Background: an optimization exercise with open tools, aiming at small area. Do not read the settings as production practice.
Function was checked by simulation only, so behaviour that the tests miss may differ from the original.

## oak
// pacman_core
module pacman_core (
	input logic CLOCK_50,
	input logic rst_n,
	input logic [7:0] scan_code,
	input logic code_valid,
	input logic make_break,
	input logic start,
	input logic step_tick,
	input logic [9:0] pix_x,
	input logic [8:0] pix_y,
	output logic [7:0] r,
	output logic [7:0] g,
	output logic [7:0] b,
	output logic [COL_W-1:0] pac_x,
	output logic [ROW_W-1:0] pac_y,
	output logic [15:0] pill_count,
	output logic busy,
	output logic move_done,
	output logic move_blocked
);
For scale: ~4000 cells after synthesis, ~87 I/O pins, roughly 44000 µm² of cells after synthesis.
Settings: LEC_CHECK=0, CAP_MARGIN=30, CELL_PAD_IN_SITES_DETAIL_PLACEMENT=1, CELL_PAD_IN_SITES_GLOBAL_PLACEMENT=2, CORE_MARGIN=2, CORE_UTILIZATION=40, SLEW_MARGIN=30, SYNTH_HIERARCHICAL=1, SYNTH_MEMORY_MAX_BITS=8192, SYNTH_MINIMUM_KEEP_SIZE=0; clock period 10.0 ns.
standard.sh (not shown) runs the stock make flow with config.mk's settings and CLKGATE_MAP_FILE= SYNTH_SCRIPT=/design/flow/synth_recipe.tcl, a recipe that flattens the netlist after the stock synthesis.
==> flow/flow/run.sh <==
#!/bin/bash
# Own layout flow: the standard synthesis, then every cell set to its
# smallest drive before floorplanning (the resizer sizes up what timing or
# slew needs), small port buffers and a clock tree of fewer, larger
# clusters without dummy loads.
set -euo pipefail
W=$(pwd)
R=$W/orfs/results/$FLOW_PLATFORM/pacman_core/base
export CTS_ARGS="${CTS_ARGS_OVERRIDE:--sink_clustering_enable -repair_clock_nets -dont_use_dummy_load -buf_list sky130_fd_sc_hd__clkbuf_16 -sink_clustering_size 25 -sink_clustering_max_diameter 90}"
export BUFFER_PORTS_ARGS="-buffer_cell sky130_fd_sc_hd__buf_1"

bash standard.sh synth > "$W/synth.log" 2>&1
RESULTS=$R openroad -no_init -exit flow/shrink.tcl > "$W/shrink.log" 2>&1
bash standard.sh > "$W/layout.log" 2>&1
==> flow/flow/shrink.tcl <==
# Swap every standard cell of the synthesised netlist to the smallest-area
# drive strength of the same function.
read_db $::env(RESULTS)/1_synth.odb
set db [ord::get_db]
set block [ord::get_db_block]
set area {}
set by_base {}
foreach lib [$db getLibs] {
  foreach m [$lib getMasters] {
    set n [$m getName]
    if {[string match "*lpflow*" $n] || [string match "*probe*" $n]} { continue }
    if {[regexp {^(sky130_fd_sc_hd__[a-z0-9]+)_([0-9]+)$} $n -> base drive]} {
      dict lappend by_base $base $m
    }
  }
}
set swapped 0
set before 0.0
set after 0.0
foreach inst [$block getInsts] {
  set m [$inst getMaster]
  set n [$m getName]
  set a [expr {[$m getWidth] * [$m getHeight]}]
  set before [expr {$before + $a}]
  if {[regexp {^(sky130_fd_sc_hd__[a-z0-9]+)_([0-9]+)$} $n -> base drive] && [dict exists $by_base $base]} {
    set best $m
    set best_a $a
    foreach c [dict get $by_base $base] {
      set ca [expr {[$c getWidth] * [$c getHeight]}]
      # on equal area keep the stronger cell
      if {$ca < $best_a || ($ca == $best_a && [$c getName] ne [$best getName] && \
          [regexp {_([0-9]+)$} [$c getName] -> cd] && [regexp {_([0-9]+)$} [$best getName] -> bd] && $cd > $bd && $cd <= $drive)} {
        set best $c
        set best_a $ca
      }
    }
    if {$best ne $m} {
      if {[$inst swapMaster $best]} { incr swapped }
    }
  }
  set after [expr {$after + [[$inst getMaster] getWidth] * [[$inst getMaster] getHeight]}]
}
set dbu [$block getDbUnitsPerMicron]
puts "shrink: swapped $swapped cells, area [expr {$before / $dbu / $dbu}] -> [expr {$after / $dbu / $dbu}] um2"
write_db $::env(RESULTS)/1_synth.odb
The inputs of pine differ from those of oak as listed below.
Settings: an added PLACE_DENSITY of 0.7; a change of CELL_PAD_IN_SITES_GLOBAL_PLACEMENT from 2 to 1.
==> comparison <==
- Non-clock buffer total of the final layout: pine higher than oak
- In the reports for oak and pine, the larger number of clock buffers inserted by TritonCTS belongs to oak.
- oak and pine ended up with nearly the same flip-flop and latch share of the layout cell area.
--- input diff pine..birch ---
Settings: a change of PLACE_DENSITY from 0.7 to 0.8.
==> summary.txt <==
birch ended with every stage complete and zero timing, DRC or antenna violations. Max design area across pine and birch: pine. The number of core rows was comparable across pine and birch. On setup slack: birch sits above pine. From pine to birch the numbers moved as follows: maximum net fanout on the critical path rose by about 20%; number of clock buffers inserted by TritonCTS shrank by 3; wire length reported by the detailed router went down; final period demand of the worst path lost 240 ps; number of cells after detailed placement decreased by 47 relative to the old numbers. Looking at pine and birch, the layout filler cell count is a wash.
Changes in maple relative to birch:
Settings: PLACE_DENSITY now 0.9, was 0.8.
==> flow/flow/run.sh <==
#!/bin/bash
# Own layout flow: the standard synthesis, then every cell set to its
# smallest drive before floorplanning (the resizer sizes up what timing or
# slew needs), small port buffers and a clock tree of fewer, larger
# clusters of plain buf_12 drivers without dummy loads.
set -euo pipefail
W=$(pwd)
R=$W/orfs/results/$FLOW_PLATFORM/pacman_core/base
export CTS_ARGS="${CTS_ARGS_OVERRIDE:--sink_clustering_enable -repair_clock_nets -dont_use_dummy_load -buf_list sky130_fd_sc_hd__buf_12 -sink_clustering_size 25 -sink_clustering_max_diameter 90}"
export BUFFER_PORTS_ARGS="-buffer_cell sky130_fd_sc_hd__buf_1"

bash standard.sh synth > "$W/synth.log" 2>&1
RESULTS=$R openroad -no_init -exit flow/shrink.tcl > "$W/shrink.log" 2>&1
bash standard.sh > "$W/layout.log" 2>&1
==> comparison <==
Compared with birch, maple shows a post-route minimum period that is 370 ps higher. maple — proportion of cell area occupied by multi-input gates 0.17 points higher, birch as reference. Taking birch as the reference, in maple maximum fanout encountered on the critical timing path has decreased, maximum number of pins on one net before global-route repair +about 2.7%.

port drivers added, routing unchanged:
How much do the figures lean on ideal ports? The routed layouts below were timed once more, with nothing changed but the port constraints. Step 1 (the two cells are an assumption about what drives the block):
set clk [get_ports {CLOCK_50}]
set_driving_cell -lib_cell sky130_fd_sc_hd__clkbuf_16 $clk
set_driving_cell -lib_cell sky130_fd_sc_hd__buf_2 [delete_from_list [all_inputs] $clk]
Step 2 times the ports against the registers' clock, not the clock port: input delays grow and output delays shrink by t, the midpoint of the rising clock arrivals with the driver on. Slacks: ideal ports / drivers / drivers and shift; pairs: ideal ports / drivers.
run | t, ns | slack for setup (ns) | hold slack, ns | worst setup path after step 2 | latest minus earliest clock arrival (ns)
oak | 0.778 | 3.270 / 3.317 / 2.538 | 0.328 / 0.328 / 0.328 | input to register | 0.071 / 0.071
pine | 0.762 | 2.920 / 2.965 / 2.202 | 0.334 / 0.334 / 0.334 | input to register | 0.099 / 0.099
birch | 0.744 | 3.158 / 3.183 / 2.439 | 0.336 / 0.336 / 0.336 | input to register | 0.055 / 0.056
maple | 0.682 | 2.788 / 2.803 / 2.120 | 0.334 / 0.334 / 0.334 | input to register | 0.124 / 0.125
After both steps setup and hold are still met in every run listed. The setup slack of oak, which loses most, moves by +0.047 ns with the drivers and by -0.732 ns with both steps.
